What follows belongs to an exercise in optimizing a design on an open flow for small area; a production flow would make more cautious choices.
Where RTL was checked, it was by simulation tests only, not by an equivalence proof against the original.
No functional check of the RTL was part of runs 1 and 2.
Power is estimated from default activity; no workload was simulated.

## flow/design.v

```verilog
package mips_isa_pkg;
    localparam int IMM_W       = 16;                 
    localparam int INDEX_W     = 26;                 
    localparam int PC_REGION_W = 32 - INDEX_W - 2;  
    typedef logic [32-1:0]       word_t;
    typedef logic [5-1:0] reg_addr_t;
    typedef logic [5:0]             opcode_t;
    typedef logic [5:0]             funct_t;
    typedef logic [4:0]             shamt_t;
    typedef logic [IMM_W-1:0]       imm16_t;
    typedef logic [INDEX_W-1:0]     index_t;
    typedef struct packed {
        opcode_t   opcode;
        reg_addr_t rs;
        reg_addr_t rt;
        reg_addr_t rd;
        shamt_t    shamt;
        funct_t    funct;
    } r_fmt_t;
    typedef struct packed {
        opcode_t   opcode;
        reg_addr_t rs;
        reg_addr_t rt;
        imm16_t    imm;
    } i_fmt_t;
    typedef struct packed {
        opcode_t opcode;
        index_t  index;
    } j_fmt_t;
    localparam opcode_t OPC_RTYPE = 6'b000000;
    localparam opcode_t OPC_J     = 6'b000010;
    localparam opcode_t OPC_JAL   = 6'b000011;
    localparam opcode_t OPC_BEQ   = 6'b000100;
    localparam opcode_t OPC_BNE   = 6'b000101;
    localparam opcode_t OPC_ADDI  = 6'b001000;
    localparam opcode_t OPC_ADDIU = 6'b001001;
    localparam opcode_t OPC_SLTI  = 6'b001010;
    localparam opcode_t OPC_SLTIU = 6'b001011;
    localparam opcode_t OPC_ANDI  = 6'b001100;
    localparam opcode_t OPC_ORI   = 6'b001101;
    localparam opcode_t OPC_XORI  = 6'b001110;
    localparam opcode_t OPC_LUI   = 6'b001111;
    localparam opcode_t OPC_LW    = 6'b100011;
    localparam opcode_t OPC_SW    = 6'b101011;
    localparam logic [3:0] FUNCT_SHIFT_GRP = 4'b0000;  
    localparam logic [2:0] FUNCT_JUMP_GRP  = 3'b001;   
endpackage
package decode_pkg;
    typedef logic [2:0] command_t;
    typedef logic [5:0] control_t;
    typedef logic [2:0] imm_kind_t;
    typedef logic [1:0] target_kind_t;
    typedef logic [1:0] dest_kind_t;
    localparam command_t CMD_NONE        = 3'd0;
    localparam command_t CMD_ALU         = 3'd1;
    localparam command_t CMD_JUMP_BRANCH = 3'd2;
    localparam command_t CMD_LOAD        = 3'd3;
    localparam command_t CMD_STORE       = 3'd7;
    localparam control_t CTRL_NONE = 6'b000000;
    localparam control_t CTRL_ADD  = 6'b100000;
    localparam control_t CTRL_AND  = 6'b100100;
    localparam control_t CTRL_OR   = 6'b100101;
    localparam control_t CTRL_XOR  = 6'b100110;
    localparam control_t CTRL_SLT  = 6'b101010;
    localparam control_t CTRL_LUI  = 6'b111111;
    localparam control_t CTRL_BEQ  = 6'd1;
    localparam control_t CTRL_BNE  = 6'd2;
    localparam control_t CTRL_J    = 6'd3;
    localparam control_t CTRL_JAL  = 6'd4;
    localparam imm_kind_t IMM_NONE    = 3'd0;
    localparam imm_kind_t IMM_SHAMT   = 3'd1;  
    localparam imm_kind_t IMM_SEXT16  = 3'd2;
    localparam imm_kind_t IMM_ZEXT16  = 3'd3;
    localparam imm_kind_t IMM_UPPER16 = 3'd4;  
    localparam imm_kind_t IMM_LINK    = 3'd5;  
    localparam target_kind_t TGT_NONE   = 2'd0;
    localparam target_kind_t TGT_NEXT   = 2'd1;
    localparam target_kind_t TGT_BRANCH = 2'd2;
    localparam target_kind_t TGT_JUMP   = 2'd3;
    localparam dest_kind_t DEST_NONE = 2'd0;
    localparam dest_kind_t DEST_RD   = 2'd1;
    localparam dest_kind_t DEST_RT   = 2'd2;
endpackage
import mips_isa_pkg::*;
module decode_stage_reg (
    input  logic                           clock,
    input  logic                           reset,
    input  logic                           clear,
    input  logic                           stall,
    input  logic [4*32-1:0] instructions,
    input  logic [4*32-1:0] pcs,
    output logic [4*32-1:0] slot_words,
    output logic [4*32-1:0] slot_pcs,
    output logic [4-1:0]       slot_branch
);
    logic [4-1:0] branch_in;
    for (genvar i = 0; i < 4; i++) begin : g_pre
        assign branch_in[i] = (instructions[i*32+27 +: 5] == 5'b00010);
    end
    logic hold, load;
    assign hold = !reset && stall;
    assign load = !reset && !stall && !clear;
    always_ff @(posedge clock) begin
        slot_words <= ({(4*32){hold}} & slot_words)
                    | ({(4*32){load}} & instructions);
        slot_pcs   <= ({(4*32){hold}} & slot_pcs)
                    | ({(4*32){load}} & pcs);
        slot_branch <= ({4{hold}} & slot_branch)
                     | ({4{load}} & branch_in);
    end
endmodule
import mips_isa_pkg::*;
import decode_pkg::*;
module slot_decoder (
    input  mips_isa_pkg::word_t  word,
    output logic                 is_rtype,
    output logic                 is_ialu,
    output logic                 is_mem,
    input  logic                 is_branch,  
    output logic                 is_jump,
    output logic                 is_jal,
    output decode_pkg::command_t command,
    output decode_pkg::control_t control_signal,
    output logic                 sel_imm
);
    logic [5:0] op;
    logic [5:0] funct;
    logic       is_sw, jgrp;
    assign op    = word[31:26];
    assign funct = word[5:0];
    assign is_rtype  = (op == 6'h00);
    assign is_ialu   = (op[5:3] == 3'b001);
    assign is_mem    = (op == 6'h23) || (op == 6'h2b);
    assign is_sw     = (op == 6'h2b);
    assign is_jump   = (op[5:1] == 5'b00001);
    assign is_jal    = (op == 6'h03);
    assign jgrp      = (funct[5:3] == 3'b001);
    assign command[0] = (is_rtype && !jgrp) || is_ialu || is_mem;
    assign command[1] = (is_rtype && jgrp) || is_branch || is_jump || is_mem;
    assign command[2] = is_sw;
    always_comb begin
        control_signal = 6'd0;
        if (is_rtype) control_signal = funct;
        else if (is_ialu) begin
            case (op[2:0])
                3'b000, 3'b001: control_signal = CTRL_ADD;
                3'b010, 3'b011: control_signal = CTRL_SLT;
                3'b100:         control_signal = CTRL_AND;
                3'b101:         control_signal = CTRL_OR;
                3'b110:         control_signal = CTRL_XOR;
                default:        control_signal = CTRL_LUI;
            endcase
        end
        else if (is_branch) control_signal = op[0] ? CTRL_BNE : CTRL_BEQ;
        else if (is_jump)   control_signal = op[0] ? CTRL_JAL : CTRL_J;
    end
    assign sel_imm = (is_rtype && funct[5:2] == 4'b0000) || is_ialu || is_mem || is_jal;
endmodule
import mips_isa_pkg::*;
import decode_pkg::*;
module operand_former #(
    parameter int R = 4  
) (
    input  mips_isa_pkg::word_t      word,
    input  mips_isa_pkg::word_t      pc,
    input  logic                     is_rtype,
    input  logic                     is_ialu,
    input  logic                     is_mem,
    input  logic                     is_branch,
    input  logic                     is_jump,
    input  logic                     is_jal,
    output mips_isa_pkg::reg_addr_t  rd,
    output mips_isa_pkg::reg_addr_t  rs,
    output mips_isa_pkg::reg_addr_t  rt,
    output mips_isa_pkg::word_t      imm,
    output mips_isa_pkg::word_t      target_pc
);
    logic [5:0]  op;
    logic [15:0] imm16;
    logic        sext, zext, upper;
    logic [29:0] offset;
    logic [29:0] sum;
    logic [31:0] next_or_branch;
    assign op    = word[31:26];
    assign imm16 = word[15:0];
    assign rs = (is_rtype || is_ialu || is_mem || is_branch) ? word[25:21] : 5'd0;
    assign rt = (is_rtype || is_branch) ? word[20:16] : 5'd0;
    assign rd = is_rtype ? word[15:11] : (is_ialu || is_mem) ? word[20:16] : 5'd0;
    assign offset = is_branch ? {{14{imm16[15]}}, imm16} : 30'd0;
    pc_adder #(.R(R)) adder_i (
        .a   (pc[31:2]),
        .b   (offset[15:0]),
        .sg  (offset[29]),
        .sum (sum)
    );
    assign next_or_branch = {sum, pc[1:0]};
    assign sext  = (is_ialu && op[2:1] == 2'b00 && !op[0]) || (is_ialu && op[2:0] == 3'b010) || is_mem;
    assign upper = is_ialu && op[2:0] == 3'b111;
    assign zext  = is_ialu && !sext && !upper;
    always_comb begin
        imm = 32'd0;
        if (is_rtype)           imm = {27'd0, word[10:6]};
        else if (sext)          imm = {{16{imm16[15]}}, imm16};
        else if (zext)          imm = {16'd0, imm16};
        else if (upper)         imm = {imm16, 16'd0};
        else if (is_jal)        imm = next_or_branch;
    end
    always_comb begin
        target_pc = 32'd0;
        if (is_rtype || is_branch) target_pc = next_or_branch;
        else if (is_jump)          target_pc = {pc[31:28], word[25:0], 2'b00};
    end
endmodule
module pc_adder #(
    parameter int R = 4
) (
    input  logic [29:0] a,
    input  logic [15:0] b,
    input  logic        sg,
    output logic [29:0] sum
);
    localparam int N = 16 - R;
    logic [R:0] c;
    assign c[0] = 1'b1;
    for (genvar i = 0; i < R; i++) begin : g_ripple
        assign sum[i] = a[i] ^ b[i] ^ c[i];
        assign c[i+1] = (a[i] & b[i]) | (a[i] & c[i]) | (b[i] & c[i]);
    end
    logic [N-1:0] gg [0:4];
    logic [N-1:0] pp [0:4];
    logic [N-1:0] p;
    logic [16:R]  cin;  
    assign p     = a[15:R] ^ b[15:R];
    assign gg[0] = a[15:R] & b[15:R];
    assign pp[0] = p;
    for (genvar l = 0; l < 4; l++) begin : g_lvl
        for (genvar i = 0; i < N; i++) begin : g_node
            if ((i >> l) & 1) begin : g_join
                localparam int J = ((i >> l) << l) - 1;
                assign gg[l+1][i] = gg[l][i] | (pp[l][i] & gg[l][J]);
                assign pp[l+1][i] = pp[l][i] & pp[l][J];
            end else begin : g_pass
                assign gg[l+1][i] = gg[l][i];
                assign pp[l+1][i] = pp[l][i];
            end
        end
    end
    assign cin[R] = c[R];
    for (genvar i = 0; i < N; i++) begin : g_sum
        assign cin[R+i+1] = gg[4][i] | (pp[4][i] & c[R]);
        assign sum[R+i]   = p[i] ^ cin[R+i];
    end
    logic [30:16] all1, all0;  
    logic         up, down;
    assign all1[16] = 1'b1;
    assign all0[16] = 1'b1;
    assign up   = cin[16] & !sg;
    assign down = !cin[16] & sg;
    for (genvar i = 16; i < 30; i++) begin : g_high
        assign all1[i+1] = all1[i] & a[i];
        assign all0[i+1] = all0[i] & !a[i];
        assign sum[i]    = a[i] ^ ((up & all1[i]) | (down & all0[i]));
    end
endmodule
import mips_isa_pkg::*;
import decode_pkg::*;
module decode_stage (
    input  logic                                 clock,
    input  logic                                 reset,
    input  logic                                 clear,
    input  logic                                 stall,
    input  logic [4*32-1:0]       instructions,
    input  logic [4*32-1:0]       pcs,
    output logic [4*5-1:0] rd,
    output logic [4*5-1:0] rs,
    output logic [4*5-1:0] rt,
    output logic [4*3-1:0]           command,
    output logic [4*6-1:0]           control_signal,
    output logic [4-1:0]             sel_imm,
    output logic [4*32-1:0]       imm,
    output logic [4*32-1:0]       target_pc,
    output logic [4*32-1:0]       out_pcs
);
    logic [4*32-1:0] slot_words;
    logic [4*32-1:0] slot_pcs;
    logic [4-1:0]       slot_branch;
    decode_stage_reg stage_reg_i (
        .clock        (clock),
        .reset        (reset),
        .clear        (clear),
        .stall        (stall),
        .instructions (instructions),
        .pcs          (pcs),
        .slot_words   (slot_words),
        .slot_pcs     (slot_pcs),
        .slot_branch  (slot_branch)
    );
    for (genvar i = 0; i < 4; i++) begin : g_slot
        logic is_rtype, is_ialu, is_mem, is_branch, is_jump, is_jal;
        assign is_branch = slot_branch[i];
        slot_decoder decoder_i (
            .word           (slot_words[i*32 +: 32]),
            .is_rtype       (is_rtype),
            .is_ialu        (is_ialu),
            .is_mem         (is_mem),
            .is_branch      (is_branch),
            .is_jump        (is_jump),
            .is_jal         (is_jal),
            .command        (command[i*3 +: 3]),
            .control_signal (control_signal[i*6 +: 6]),
            .sel_imm        (sel_imm[i])
        );
        operand_former former_i (
            .word      (slot_words[i*32 +: 32]),
            .pc        (slot_pcs[i*32 +: 32]),
            .is_rtype  (is_rtype),
            .is_ialu   (is_ialu),
            .is_mem    (is_mem),
            .is_branch (is_branch),
            .is_jump   (is_jump),
            .is_jal    (is_jal),
            .rd        (rd[i*5 +: 5]),
            .rs        (rs[i*5 +: 5]),
            .rt        (rt[i*5 +: 5]),
            .imm       (imm[i*32 +: 32]),
            .target_pc (target_pc[i*32 +: 32])
        );
        assign out_pcs[i*32 +: 32] = slot_pcs[i*32 +: 32];
    end
endmodule
```

## flow/flow/run.sh

```bash
#!/bin/bash
# Standard layout, with the smallest buffer on every port and a clock tree of small buffers.
set -euo pipefail
bash standard.sh 'BUFFER_PORTS_ARGS=-buffer_cell sky130_fd_sc_hd__buf_1' \
  'CTS_ARGS=-sink_clustering_enable -repair_clock_nets -dont_use_dummy_load -buf_list sky130_fd_sc_hd__clkbuf_8' \
  finish > make_finish.log 2>&1
```

## flow/standard.sh

```bash
#!/bin/bash
# synth_recipe.tcl (not shown) runs the flow's synth.tcl, then flattens the netlist and writes it again
# the make line also repeats each setting of config.mk as NAME=value (left out here)
make -C /OpenROAD-flow-scripts/flow DESIGN_CONFIG=/design/flow/config.mk WORK_HOME=/design/flow/orfs CLKGATE_MAP_FILE= SYNTH_SCRIPT=/design/flow/synth_recipe.tcl "${@:-finish}"
```

## flow/config.mk

```make
export PLATFORM = sky130hd
export DESIGN_NAME = decode_stage
export DESIGN_NICKNAME = decode_stage
export VERILOG_FILES = /design/flow/design.v
export SDC_FILE = /design/flow/constraint.sdc
export NUM_CORES = 4
export LEC_CHECK = 0
export CAP_MARGIN = 20
export CORE_MARGIN = 2
export CORE_UTILIZATION = 30
export PLACE_DENSITY = 0.5
export SLEW_MARGIN = 20
```

## flow/constraint.sdc

```tcl
create_clock -name core_clock -period 7.0 [get_ports {clock}]
set_input_delay 1.4000 -clock core_clock [delete_from_list [all_inputs] [get_ports {clock}]]
set_output_delay 1.4000 -clock core_clock [all_outputs]
set_load 0.01 [all_outputs]
```

==> flow_metrics.py, run 1 <==
metrics = {
    "run_status": {
        "status": "timing/DRC/antenna clean",
    },
    "cts": {
        "cts_buffer_depth": 3,
        "cts_tree": "yes",
        "cts-root-buf": "clkbuf_8",
        "clk_latency_ns": 0.59,
        "cts_made_buffers": 49,
        "clk_pin_slew_worst_paths_ns": 0.05,
        "cts_hold_buf": 0,
        "cts_sinks": 260,
        "htreeDepth": 2,
    },
    "synthesis": {
        "yosysWarnings": 6,
        "syn-num-nets": 2443,
        "ys_ff_latch": 260,
        "postSynth.asyncResetShare": 0,
        "synth_edf_count": 0,
        "synth_cell_types": 73,
        "seq_area_frac_synth": 0.3062,
        "avgSynthCellArea_um2": 8.083,
        "synth_flop_cell": "dfxtp_1",
        "syn_area_um2": 17000,
        "syn-instance-count": 2103,
    },
    "sta": {
        "hold_viol_final": 0,
        "final_max_slew_viol_count": 0,
        "setup_slack_ns": 0.2645,
        "finClkSkew_ns": 0,
        "slew_headroom": 0.1994,
        "fmax_mhz": 148.5,
        "min_period_over_period": 0.9622,
        "setup_viol": 0,
        "tightest_slew_ns": 1.194,
        "min_period_ns": 6.736,
        "setup_tns_ns": 0,
        "whs_ns": 0.4826,
    },
    "cells_and_area": {
        "fin_nets": 3084,
        "drive_above_1_share": 0.05835,
        "layout_common_cells": "742 x buf_1, 289 x a22o_1, 254 x dfxtp_1, 198 x nand2_1, 124 x o21ai_0",
        "synthToLayoutAreaGrowth_pct": 24.66,
        "layout_commonest_cell": "buf_1",
    },
    "setup_path": {
        "critPathArrivalTime_ns": 5.34,
        "critPathSlowestCell": "or4b_4",
        "crit_required_ns": 5.60,
        "end_kind": "output port",
        "cp_top_family": "simple AND/OR/NAND/NOR gates",
        "cp_slowest_stage_delay_ns": 0.49,
        "r2r_slack_ns": 6.04,
        "critPathBufInv": 3,
        "critPathMaxFanout": 6,
        "critical_path_class": "reg -> out",
        "path_cells": "nand2_1, ha_1, fa_1, inv_1, fa_1, inv_1, fa_1, nor2b_2, o2111ai_2, a211o_1, a311oi_2, o21a_1, nor2_1, ha_1, or4b_4, or4_4, nor4_4, mux2i_2, or3_1, nand3_1, buf_1",
        "reg2reg_depth": 2,
        "cp.depth": 21,
        "cp-start-kind": "flop",
        "cpMostUsedCell": "fa_1",
    },
    "route": {
        "avgRoutedWirePerCell_um": 24.20,
        "drc_errors": 0,
        "route.antenna.remaining_nets": 0,
        "wirelength_mm": 84.79,
        "first_iter_violations": 1746,
        "firstDrtPassIters": 8,
        "vias": 19920,
        "vias_per_cell": 5.687,
    },
    "pwr": {
        "leakage_nw": 8.197,
        "power.total_mw": 3.596,
        "peakVddDrop_uv": 128.0,
        "p_per_area_nw_per_um2": 169.7,
    },
    "floorplanning": {
        "core_um2": 56170,
        "dieArea_um2": 58580,
        "rows": 87,
        "die_y_um": 242.0,
        "start_util": 0.3026,
        "io_pins": 744,
        "die_width_um": 242.0,
    },
    "place": {
        "pre_cts_slack_ns": 0.5567,
        "routabilityCongestion": 0.9775,
        "dp_hpwl_mm": 64.74,
        "io_buffers": 743,
    },
    "grt": {
        "grt_max_degree": 133,
        "grt_pass1_wl_mm": 123.7,
        "grt.total_usage": 0.2735,
        "grt_pass1_vias": 18780,
        "antenna_found_initial": 8,
        "overflow": 0,
    },
    "worst_hold_path": {
        "hold_class": "reg -> reg",
        "hold_path_depth": 1,
    },
    "flow_run": {
        "drv_cap": 0,
    },
}
logic make-up after synthesis:
kind of cell,count (synthesis),synth area share
DFF,260,0.3062
buffers and inverters,258,0.06014
muxes,11,0.006552
xor gates and xnor gates,82,0.04225
and+or+nand+nor,683,0.2013
adders and majority gates,80,0.06596
AOI/OAI and AO/OA,729,0.3176
power breakdown:
group	switching (mW)	total, mW	internal (mW)
Combinational	0.472	0.708	0.236
Sequential	0.118	1.66	1.54
Clock	0.618	1.23	0.611
Total	1.21	3.60	2.39
final timing paths:
check	from	to
setup / recovery	stage_reg_i.slot_words[64]	imm[95]
hold reg to reg	stage_reg_i.slot_words[120]	stage_reg_i.slot_words[120]
setup reg to reg	stage_reg_i.slot_branch[3]	stage_reg_i.slot_branch[3]
hold / removal	stage_reg_i.slot_words[120]	stage_reg_i.slot_words[120]
worst reg2reg max path: cells and delay by family, from the launching register on:
family | cells | cell delay (ns)
flops | 1 | 0.33
buf+inv | 1 | 0.21
compound gates | 1 | 0.29
flip-flops by register name, summed over array words and instances, names as in the netlist:
register and count:
stage_reg_i.slot_branch 4, stage_reg_i.slot_pcs 128, stage_reg_i.slot_words 128
repair_timing:
action                                  4_1_cts  5_1_grt
setup buffers                                 0        9
gates resized for setup                       6       39
endpoints found under the setup margin       26       57
endpoints found under the hold margin         0        0
pin swaps                                     0        9
area by class of cell:
class | count | area (um2)
fillers | 6054 | 34980
multi-input cells | 1585 | 10980
flip-flops and latches | 260 | 5220
repair buffers | 782 | 3108
well taps | 756 | 945.9
clock buffers | 49 | 674.4
inverters | 66 | 247.7
diodes | 5 | 12.51
metrics by stage:
| stage | utilization | instances | cell area, um2 |
|---|---|---|---|
| floorplan | - | 2103 | 17000 |
| global placement | 0.3607 | 3439 | 20260 |
| detailed placement | 0.3608 | 3440 | 20270 |
| CTS | 0.3731 | 3489 | 20960 |
| global route | 0.3772 | 3501 | 21180 |
| finish | 0.3772 | 3503 | 21190 |
Yosys cell counts, types with 11 or more instances:
cell type  count  area, um2
a22o_1       289       2531
dfxtp_1      260       5205
nand2_1      199      747.0
clkbuf_1     164      615.6
o21ai_0      125      625.6
nor2_1       115      431.7
a21oi_1      110      550.5
nand3_1      106      530.5
and2_1        96      600.6
inv_1         65      244.0
ha_1          64      800.8
xnor2_1       50      437.9
xor2_1        32      280.3
nor3_1        28      140.1
a21o_1        25      187.7
nor2b_1       22      137.6
a221oi_1      20      175.2
and3_1        18      112.6
a221o_1       17      170.2
a31oi_1       17      106.4
nor4_1        17      106.4
fa_1          16      320.3
o31ai_1       16      120.1
nand4_1       15      93.84
a22oi_1       12      90.09
or3_1         12      75.07
buf_1         11      41.29
metal layers:
metal | track usage | wire length, um | up-vias
met2 | 0.4466 | 39530 | 1084
met4 | 0.1238 | 3766 | 6
met5 | 0 | 41 | -
li1 | - | - | 9051
met1 | 0.3441 | 34150 | 9598
met3 | 0.06037 | 7291 | 181
==> run 2, diff against run 1 <==
==> flow/flow/run.sh (replaced) <==
#!/bin/bash
# Standard layout, with the smallest buffer on every port and a clock tree of small buffers.
set -euo pipefail
bash standard.sh 'BUFFER_PORTS_ARGS=-buffer_cell sky130_fd_sc_hd__buf_1' \
  'CTS_ARGS=-sink_clustering_enable -repair_clock_nets -dont_use_dummy_load -buf_list sky130_fd_sc_hd__clkbuf_4' \
  finish > make_finish.log 2>&1
==> flow_metrics.py, run 2 <==
metrics = {
    "run_status": {
        "status": "timing/DRC/antenna clean",
    },
    "setup_path": {
        "cp-start-kind": "flop",
        "cpMostUsedCell": "fa_2",
        "critPathSlowestCell": "or4_4",
        "critPathArrivalTime_ns": 5.52,
        "end_kind": "output port",
        "r2r_end": "stage_reg_i.slot_branch[2]",
        "r2r_slack_ns": 5.93,
        "reg2reg_depth": 3,
        "path_cells": "nand2_4, ha_4, fa_2, inv_2, fa_2, inv_2, fa_2, nor2b_4, o2111ai_4, a211o_1, a311oi_2, o21a_1, buf_6, nor2_4, ha_2, or4b_4, or4_4, nor4_4, mux2i_2, or3_1, nand3_2, buf_6",
        "critPathMaxFanout": 6,
        "crit_required_ns": 5.60,
        "critical_path_class": "reg -> out",
        "startpoint": "stage_reg_i.slot_branch[2]",
        "cp_slowest_stage_delay_ns": 0.59,
        "cp_top_family": "simple AND/OR/NAND/NOR gates",
        "r2r_start": "stage_reg_i.slot_branch[2]",
        "critPathBufInv": 4,
        "cp-endpoint": "imm[95]",
        "cp.depth": 22,
    },
    "sta": {
        "final_max_slew_viol_count": 0,
        "finClkSkew_ns": 0,
        "min_period_ns": 6.921,
        "hold_viol_final": 0,
        "setup_viol": 0,
        "tightest_slew_ns": 1.173,
        "min_period_over_period": 0.9887,
        "fmax_mhz": 144.5,
        "slew_headroom": 0.2132,
        "rsz0062_at_grt": "true",
    },
    "cells_and_area": {
        "stdcell_area_um2": 21520,
        "layout_common_cells": "731 x buf_1, 289 x a22o_1, 249 x dfxtp_1, 196 x nand2_1, 120 x o21ai_0",
        "synthToLayoutAreaGrowth_pct": 26.59,
        "final-instance-count-excl-fill": 3558,
        "fillers": 6077,
        "drive_above_1_share": 0.09234,
        "fin_nets": 3136,
        "multi_input_area_um2": 11160,
        "largestRegisters": "stage_reg_i.slot_pcs x128, stage_reg_i.slot_words x128, stage_reg_i.slot_branch x4",
        "layout_commonest_cell": "buf_1",
        "register_area_um2": 5236,
    },
    "grt": {
        "grt.total_usage": 0.2754,
        "antenna_found_initial": 8,
        "met3_usage": 0.06591,
        "overflow": 0,
        "busiest_layer": "met2",
        "grt.met1_usage": 0.3456,
        "grt_max_degree": 133,
        "grt_pass1_vias": 19040,
        "met2_usage": 0.4509,
        "grt_pass1_wl_mm": 124.6,
    },
    "synthesis": {
        "seq_area_frac_synth": 0.3062,
        "syn-instance-count": 2103,
        "ys_ff_latch": 260,
        "synth_area_leaders": "dfxtp_1 31%, a22o_1 15%, ha_1 4.7%, nand2_1 4.4%, o21ai_0 3.7%",
        "avgSynthCellArea_um2": 8.083,
        "synth_flop_cell": "dfxtp_1",
        "synth.most_common_cell": "a22o_1",
        "yosysWarnings": 6,
        "yosysTopAreaCellShare": 0.3062,
        "yosys.area.top_type": "dfxtp_1",
        "ys_top_cells_by_count": "289 x a22o_1, 260 x dfxtp_1, 199 x nand2_1",
        "postSynth.asyncResetShare": 0,
        "syn-num-nets": 2443,
        "synth_edf_count": 0,
        "synth_cell_types": 73,
        "syn_area_um2": 17000,
    },
    "cts": {
        "cts_hold_buf": 0,
        "cts_made_buffers": 77,
        "cts_buffer_depth": 3,
        "clk_latency_ns": 0.76,
        "cts_sinks": 260,
        "htreeDepth": 3,
        "cts_tree": "yes",
        "clk_pin_slew_worst_paths_ns": 0.06,
        "cts-root-buf": "clkbuf_4",
    },
    "place": {
        "dp_hpwl_mm": 64.74,
        "dp_cells": 3440,
        "placed_area_um2": 20270,
        "io_buffers": 743,
        "routabilityCongestion": 0.9775,
    },
    "worst_hold_path": {
        "hold_class": "reg -> reg",
    },
    "route": {
        "first_iter_violations": 1740,
        "firstDrtPassIters": 8,
        "drc_errors": 0,
        "route.antenna.remaining_nets": 0,
        "vias": 20210,
        "wirelength_mm": 85.41,
        "avgRoutedWirePerCell_um": 24.01,
        "vias_per_cell": 5.681,
    },
    "flow_run": {
        "drv_cap": 0,
    },
    "floorplanning": {
        "die_width_um": 242.0,
        "die_y_um": 242.0,
        "start_util": 0.3026,
        "dieArea_um2": 58580,
        "io_pins": 744,
        "rows": 87,
        "core_um2": 56170,
    },
    "pwr": {
        "leakage_nw": 8.429,
        "p_per_area_nw_per_um2": 161.7,
        "peakVddDrop_uv": 104.8,
    },
}
==> run 2: cell counts after synthesis <==
Identical to the previous run, type by type.
==> run 2: what timing repair did <==
action	CTS	global route
hold endpoints to repair	0	0
pin swaps	3	37
gates resized for setup	24	97
setup endpoints to repair	62	68
buffers inserted	3	30
==> run 2: logic make-up (layout without fill, tap and decap cells) <==
family,after synthesis,count (layout),synth area share
simple gates,683,683,0.2013
mux,11,11,0.006552
buf+inv,258,949,0.06014
fa+ha+maj,80,80,0.06596
flops,260,260,0.3062
xor+xnor,82,82,0.04225
other cells,0,8,0
compound gates,729,729,0.3176
==> run 2: power by group <==
| group | switching [mW] | internal (mW) |
|---|---|---|
| Combinational | 0.475 | 0.239 |
| Sequential | 0.119 | 1.54 |
| Clock | 0.612 | 0.495 |
==> run 2: how the worst min path moves through the flow <==
stage,depth (start not counted),endpoint,start
3_5_place_dp,1,stage_reg_i.slot_words[120],stage_reg_i.slot_words[120]
2_1_floorplan,1,stage_reg_i.slot_words[119],stage_reg_i.slot_words[119]
6_report,1,stage_reg_i.slot_pcs[98],stage_reg_i.slot_pcs[98]
3_3_place_gp,1,stage_reg_i.slot_words[120],stage_reg_i.slot_words[120]
4_1_cts,1,stage_reg_i.slot_words[120],stage_reg_i.slot_words[120]
5_1_grt,1,stage_reg_i.slot_pcs[98],stage_reg_i.slot_pcs[98]
==> run 2: final cells by class <==
class	count	share of cell area
Clock buffer	77	0.02687
Multi-Input combinational cell	1585	0.5188
Antenna cell	8	0.0009304
Tap cell	756	0.04396
Sequential cell	260	0.2434
Timing Repair Buffer	806	0.1546
Inverter	66	0.01151
==> run 2: metal layers <==
metal,up-vias,wire length [um]
met5,-,40
met4,6,3455
met3,187,7317
met2,1119,40190
met1,9726,34410
li1,9175,-
==> run 2: metrics by stage <==
step / hold slack [ns] / setup TNS (ns) / utilization / worst slack [ns] / power [mW]
2_1_floorplan: 0.4479 / 0 / - / 0.9633 / 2.046
3_3_place_gp: 0.4683 / 0 / 0.3607 / 0.6568 / 2.380
3_5_place_dp: 0.4753 / 0 / 0.3608 / 0.5567 / 2.381
4_1_cts: 0.4909 / 0 / 0.3729 / 0.001056 / 3.519
5_1_grt: 0.5145 / -1.117 / 0.3830 / -0.1906 / 3.658
6_report: 0.4899 / 0 / 0.3831 / 0.07931 / 3.479
==> run 3, diff against run 2 <==
--- a/flow/design.v
+++ b/flow/design.v
@@ -91,11 +91,6 @@
     input  logic [4*32-1:0] pcs,
     output logic [4*32-1:0] slot_words,
-    output logic [4*32-1:0] slot_pcs,
-    output logic [4-1:0]       slot_branch
-);
-    logic [4-1:0] branch_in;
-    for (genvar i = 0; i < 4; i++) begin : g_pre
-        assign branch_in[i] = (instructions[i*32+27 +: 5] == 5'b00010);
-    end
+    output logic [4*32-1:0] slot_pcs
+);
     logic hold, load;
     assign hold = !reset && stall;
@@ -106,6 +101,4 @@
         slot_pcs   <= ({(4*32){hold}} & slot_pcs)
                     | ({(4*32){load}} & pcs);
-        slot_branch <= ({4{hold}} & slot_branch)
-                     | ({4{load}} & branch_in);
     end
 endmodule
@@ -117,5 +110,5 @@
     output logic                 is_ialu,
     output logic                 is_mem,
-    input  logic                 is_branch,  
+    output logic                 is_branch,
     output logic                 is_jump,
     output logic                 is_jal,
@@ -133,4 +126,5 @@
     assign is_mem    = (op == 6'h23) || (op == 6'h2b);
     assign is_sw     = (op == 6'h2b);
+    assign is_branch = (op[5:1] == 5'b00010);
     assign is_jump   = (op[5:1] == 5'b00001);
     assign is_jal    = (op == 6'h03);
@@ -159,7 +153,5 @@
 import mips_isa_pkg::*;
 import decode_pkg::*;
-module operand_former #(
-    parameter int R = 4  
-) (
+module operand_former (
     input  mips_isa_pkg::word_t      word,
     input  mips_isa_pkg::word_t      pc,
@@ -188,10 +180,5 @@
     assign rd = is_rtype ? word[15:11] : (is_ialu || is_mem) ? word[20:16] : 5'd0;
     assign offset = is_branch ? {{14{imm16[15]}}, imm16} : 30'd0;
-    pc_adder #(.R(R)) adder_i (
-        .a   (pc[31:2]),
-        .b   (offset[15:0]),
-        .sg  (offset[29]),
-        .sum (sum)
-    );
+    assign sum    = pc[31:2] + offset + 30'd1;
     assign next_or_branch = {sum, pc[1:0]};
     assign sext  = (is_ialu && op[2:1] == 2'b00 && !op[0]) || (is_ialu && op[2:0] == 3'b010) || is_mem;
@@ -210,55 +197,4 @@
         if (is_rtype || is_branch) target_pc = next_or_branch;
         else if (is_jump)          target_pc = {pc[31:28], word[25:0], 2'b00};
-    end
-endmodule
-module pc_adder #(
-    parameter int R = 4
-) (
-    input  logic [29:0] a,
-    input  logic [15:0] b,
-    input  logic        sg,
-    output logic [29:0] sum
-);
-    localparam int N = 16 - R;
-    logic [R:0] c;
-    assign c[0] = 1'b1;
-    for (genvar i = 0; i < R; i++) begin : g_ripple
-        assign sum[i] = a[i] ^ b[i] ^ c[i];
-        assign c[i+1] = (a[i] & b[i]) | (a[i] & c[i]) | (b[i] & c[i]);
-    end
-    logic [N-1:0] gg [0:4];
-    logic [N-1:0] pp [0:4];
-    logic [N-1:0] p;
-    logic [16:R]  cin;  
-    assign p     = a[15:R] ^ b[15:R];
-    assign gg[0] = a[15:R] & b[15:R];
-    assign pp[0] = p;
-    for (genvar l = 0; l < 4; l++) begin : g_lvl
-        for (genvar i = 0; i < N; i++) begin : g_node
-            if ((i >> l) & 1) begin : g_join
-                localparam int J = ((i >> l) << l) - 1;
-                assign gg[l+1][i] = gg[l][i] | (pp[l][i] & gg[l][J]);
-                assign pp[l+1][i] = pp[l][i] & pp[l][J];
-            end else begin : g_pass
-                assign gg[l+1][i] = gg[l][i];
-                assign pp[l+1][i] = pp[l][i];
-            end
-        end
-    end
-    assign cin[R] = c[R];
-    for (genvar i = 0; i < N; i++) begin : g_sum
-        assign cin[R+i+1] = gg[4][i] | (pp[4][i] & c[R]);
-        assign sum[R+i]   = p[i] ^ cin[R+i];
-    end
-    logic [30:16] all1, all0;  
-    logic         up, down;
-    assign all1[16] = 1'b1;
-    assign all0[16] = 1'b1;
-    assign up   = cin[16] & !sg;
-    assign down = !cin[16] & sg;
-    for (genvar i = 16; i < 30; i++) begin : g_high
-        assign all1[i+1] = all1[i] & a[i];
-        assign all0[i+1] = all0[i] & !a[i];
-        assign sum[i]    = a[i] ^ ((up & all1[i]) | (down & all0[i]));
     end
 endmodule
@@ -284,5 +220,4 @@
     logic [4*32-1:0] slot_words;
     logic [4*32-1:0] slot_pcs;
-    logic [4-1:0]       slot_branch;
     decode_stage_reg stage_reg_i (
         .clock        (clock),
@@ -293,10 +228,8 @@
         .pcs          (pcs),
         .slot_words   (slot_words),
-        .slot_pcs     (slot_pcs),
-        .slot_branch  (slot_branch)
+        .slot_pcs     (slot_pcs)
     );
     for (genvar i = 0; i < 4; i++) begin : g_slot
         logic is_rtype, is_ialu, is_mem, is_branch, is_jump, is_jal;
-        assign is_branch = slot_branch[i];
         slot_decoder decoder_i (
             .word           (slot_words[i*32 +: 32]),
==> flow/flow/run.sh (replaced) <==
#!/bin/bash
# Standard layout, with the smallest buffer on every input and output port.
set -euo pipefail
bash standard.sh 'BUFFER_PORTS_ARGS=-buffer_cell sky130_fd_sc_hd__buf_1' finish > make_finish.log 2>&1
==> flow_metrics.py, run 3 <==
metrics = {
    "place": {
        "io_buffers": 743,
        "dp_cells": 3698,
        "routabilityCongestion": 0.9446,
        "dp_hpwl_mm": 68.34,
    },
    "pwr": {
        "leakage_nw": 9.046,
        "peakVddDrop_uv": 201.7,
        "p_per_area_nw_per_um2": 181.2,
    },
    "setup_path": {
        "end_kind": "output port",
        "r2r_start": "stage_reg_i.slot_words[124]",
        "crit_required_ns": 5.60,
        "critPathMaxFanout": 17,
        "r2r_end": "stage_reg_i.slot_words[124]",
        "critPathArrivalTime_ns": 5.16,
        "reg2reg_depth": 1,
        "critical_path_class": "reg -> out",
        "r2r_slack_ns": 5.96,
        "cp-start-kind": "flop",
    },
    "route": {
        "firstDrtPassIters": 7,
        "first_iter_violations": 2284,
        "wirelength_mm": 90.52,
        "drc_errors": 0,
        "vias_per_cell": 5.927,
        "avgRoutedWirePerCell_um": 24.07,
        "vias": 22290,
        "route.antenna.remaining_nets": 0,
    },
    "synthesis": {
        "ys_ff_latch": 256,
        "syn_area_um2": 18760,
        "synth_edf_count": 0,
        "yosysTopAreaCellShare": 0.2732,
        "synth.most_common_cell": "a22o_1",
        "avgSynthCellArea_um2": 8.153,
        "syn-instance-count": 2301,
        "postSynth.asyncResetShare": 0,
        "yosysWarnings": 3,
        "synth_cell_types": 93,
        "yosys.area.top_type": "dfxtp_1",
        "syn-num-nets": 2629,
        "ys_top_cells_by_count": "411 x a22o_1, 256 x dfxtp_1, 188 x clkbuf_1",
        "seq_area_frac_synth": 0.2732,
        "synth_flop_cell": "dfxtp_1",
        "synth_area_leaders": "dfxtp_1 27%, a22o_1 19%, ha_1 4.3%, clkbuf_1 3.8%, xnor2_1 3.5%",
    },
    "cts": {
        "htreeDepth": 1,
        "clk_pin_slew_worst_paths_ns": 0.07,
        "cts_hold_buf": 0,
        "cts_made_buffers": 31,
        "cts_sinks": 256,
        "cts_tree": "yes",
        "cts_buffer_depth": 3,
        "clk_latency_ns": 0.59,
        "cts-root-buf": "clkbuf_16",
    },
    "floorplanning": {
        "rows": 91,
        "io_pins": 744,
        "dieArea_um2": 64550,
        "core_um2": 61710,
        "die_y_um": 254.1,
        "die_width_um": 254.1,
        "start_util": 0.3040,
    },
    "grt": {
        "grt.total_usage": 0.2607,
        "grt_pass1_wl_mm": 131.2,
        "grt_pass1_vias": 20670,
        "grt_max_degree": 149,
        "overflow": 0,
        "antenna_found_initial": 10,
    },
    "sta": {
        "tightest_slew_ns": 1.068,
        "setup_viol": 0,
        "rsz0062_at_grt": "false",
        "finClkSkew_ns": 0,
        "setup_tns_ns": 0,
        "whs_ns": 0.5002,
        "min_period_ns": 6.555,
        "fmax_mhz": 152.5,
        "slew_headroom": 0.2856,
        "final_max_slew_viol_count": 0,
        "hold_viol_final": 0,
        "min_period_over_period": 0.9365,
    },
    "cells_and_area": {
        "layout_commonest_cell": "buf_1",
        "drive_above_1_share": 0.05110,
        "fillers": 6705,
        "final-instance-count-excl-fill": 3761,
        "multi_input_area_um2": 12580,
        "largestRegisters": "stage_reg_i.slot_pcs x128, stage_reg_i.slot_words x128",
        "synthToLayoutAreaGrowth_pct": 23.54,
        "register_area_um2": 5125,
        "fin_nets": 3222,
        "layout_common_cells": "743 x buf_1, 411 x a22o_1, 256 x dfxtp_1, 167 x nor2_1, 125 x nand2_1",
    },
    "worst_hold_path": {
        "hp-start": "stage_reg_i.slot_words[87]",
        "min_to": "stage_reg_i.slot_words[87]",
        "hold_path_depth": 1,
        "hold_class": "reg -> reg",
    },
    "flow_run": {
        "drv_cap": 0,
    },
    "run_status": {
        "status": "timing/DRC/antenna clean",
    },
}
[run 3: cell types whose count changed after synthesis, sizes merged, moves of 13 or more]
cell / previous run / this run
nor2: 115 / 168
o21ai: 125 / 81
nand3: 106 / 42
o2bb2ai: 0 / 20
nand2: 199 / 125
and3: 18 / 73
o21a: 9 / 22
nor3: 30 / 51
and2: 96 / 42
clkbuf: 167 / 191
a22o: 289 / 411
a31oi: 17 / 32
xnor2: 50 / 74
[run 3: routing by layer]
| metal | vias up | share of wire | wire (um) | global-route usage |
|---|---|---|---|---|
| li1 | 10040 | - | - | - |
| met1 | 10800 | 0.40 | 36640 | 0.3325 |
| met2 | 1267 | 0.47 | 42950 | 0.4375 |
| met3 | 176 | 0.086 | 7792 | 0.05060 |
| met4 | 6 | 0.034 | 3109 | 0.08941 |
| met5 | - | 0.00035 | 32 | 0 |
[run 3: per-stage QoR]
step | setup slack, ns | instance area, um2 | utilization | total power [mW]
floorplan | 1.688 | 18760 | - | 2.084
global placement | 0.9949 | 22030 | 0.3570 | 2.412
detailed placement | 0.8979 | 22030 | 0.3570 | 2.413
CTS | 0.2000 | 23140 | 0.3750 | 4.229
global route | 0.1268 | 23170 | 0.3755 | 4.346
finish | 0.4447 | 23180 | 0.3756 | 4.199
[run 3: cell families after synthesis]
family,synth area share
adders and majority gates,0.04696
buffers and inverters,0.06016
AOI/OAI and AO/OA,0.3742
DFF,0.2732
xor gates and xnor gates,0.04902
and+or+nand+nor,0.1868
muxes,0.009604
[run 3: repair_timing]
action | in CTS | in global routing
gates resized for setup | 0 | 1
endpoints found under the setup margin | 0 | 3
buffers inserted | 0 | 0
[run 3: worst max path at each step]
stage                               start  endpoint  slack [ns]  cells past startpoint
3_5_place_dp   stage_reg_i.slot_words[60]   imm[54]        0.90                     13
4_1_cts        stage_reg_i.slot_words[60]   imm[54]        0.20                     13
2_1_floorplan  stage_reg_i.slot_words[63]   imm[54]        1.69                     17
3_3_place_gp   stage_reg_i.slot_words[60]   imm[54]        0.99                     13
5_1_grt        stage_reg_i.slot_words[92]   imm[89]        0.13                     12
6_report       stage_reg_i.slot_words[60]   imm[54]        0.44                     13
[run 3: critical path: stages, from the launching register on]
cell       delay, ns
dfxtp_1         0.64
nor3b_4         0.64
and3_1          0.26
ha_1            0.29
a211oi_2        0.31
o21ai_2         0.13
a2111oi_4       0.43
o31ai_2         0.14
a311o_4         0.47
or4_4           0.49
o21ai_2         0.14
xor2_1          0.25
a221o_1         0.19
buf_1           0.16
[run 3: power breakdown]
group,internal (mW),switching (mW)
Clock,1.09,0.709
Combinational,0.264,0.487
Sequential,1.52,0.131
[run 3: cell type report]
type | instances | area share
Sequential cell | 256 | 0.2211
Clock inverter | 14 | 0.01020
Multi-Input combinational cell | 1771 | 0.5428
Timing Repair Buffer | 780 | 0.1334
Clock buffer | 41 | 0.03768
Tap cell | 837 | 0.04519
Inverter | 54 | 0.008746
Antenna cell | 8 | 0.0008638

==> what the ideal ports hide <==
How much do the figures lean on ideal ports? The routed layouts below were timed once more, with nothing changed but the port constraints.
Step 1 sets driving cells, clkbuf_16 on the clock port and buf_2 on the other inputs (assumed; they add their load-dependent delay and slew).
Step 2 moves the port delays by t, midway between the first and last clock arrival at a register: inputs arrive t later, outputs are due t later. That takes back most of the time a late clock gives input paths.
Three values: ideal ports, drivers, drivers and shift; two values: the first two.
| run | t, ns | slack for setup (ns) | slew at the worst register clock pin (ns) | pins driven straight from the clock port |
|---|---|---|---|---|
| run 1 | 0.659 | 0.264 / 0.205 / 0.865 | 0.06 / 0.06 | 1 |
| run 2 | 0.811 | 0.079 / 0.022 / 0.834 | 0.07 / 0.07 | 1 |
| run 3 | 0.651 | 0.445 / 0.386 / 1.037 | 0.07 / 0.07 | 1 |
After both steps setup and hold are still met in every run listed.
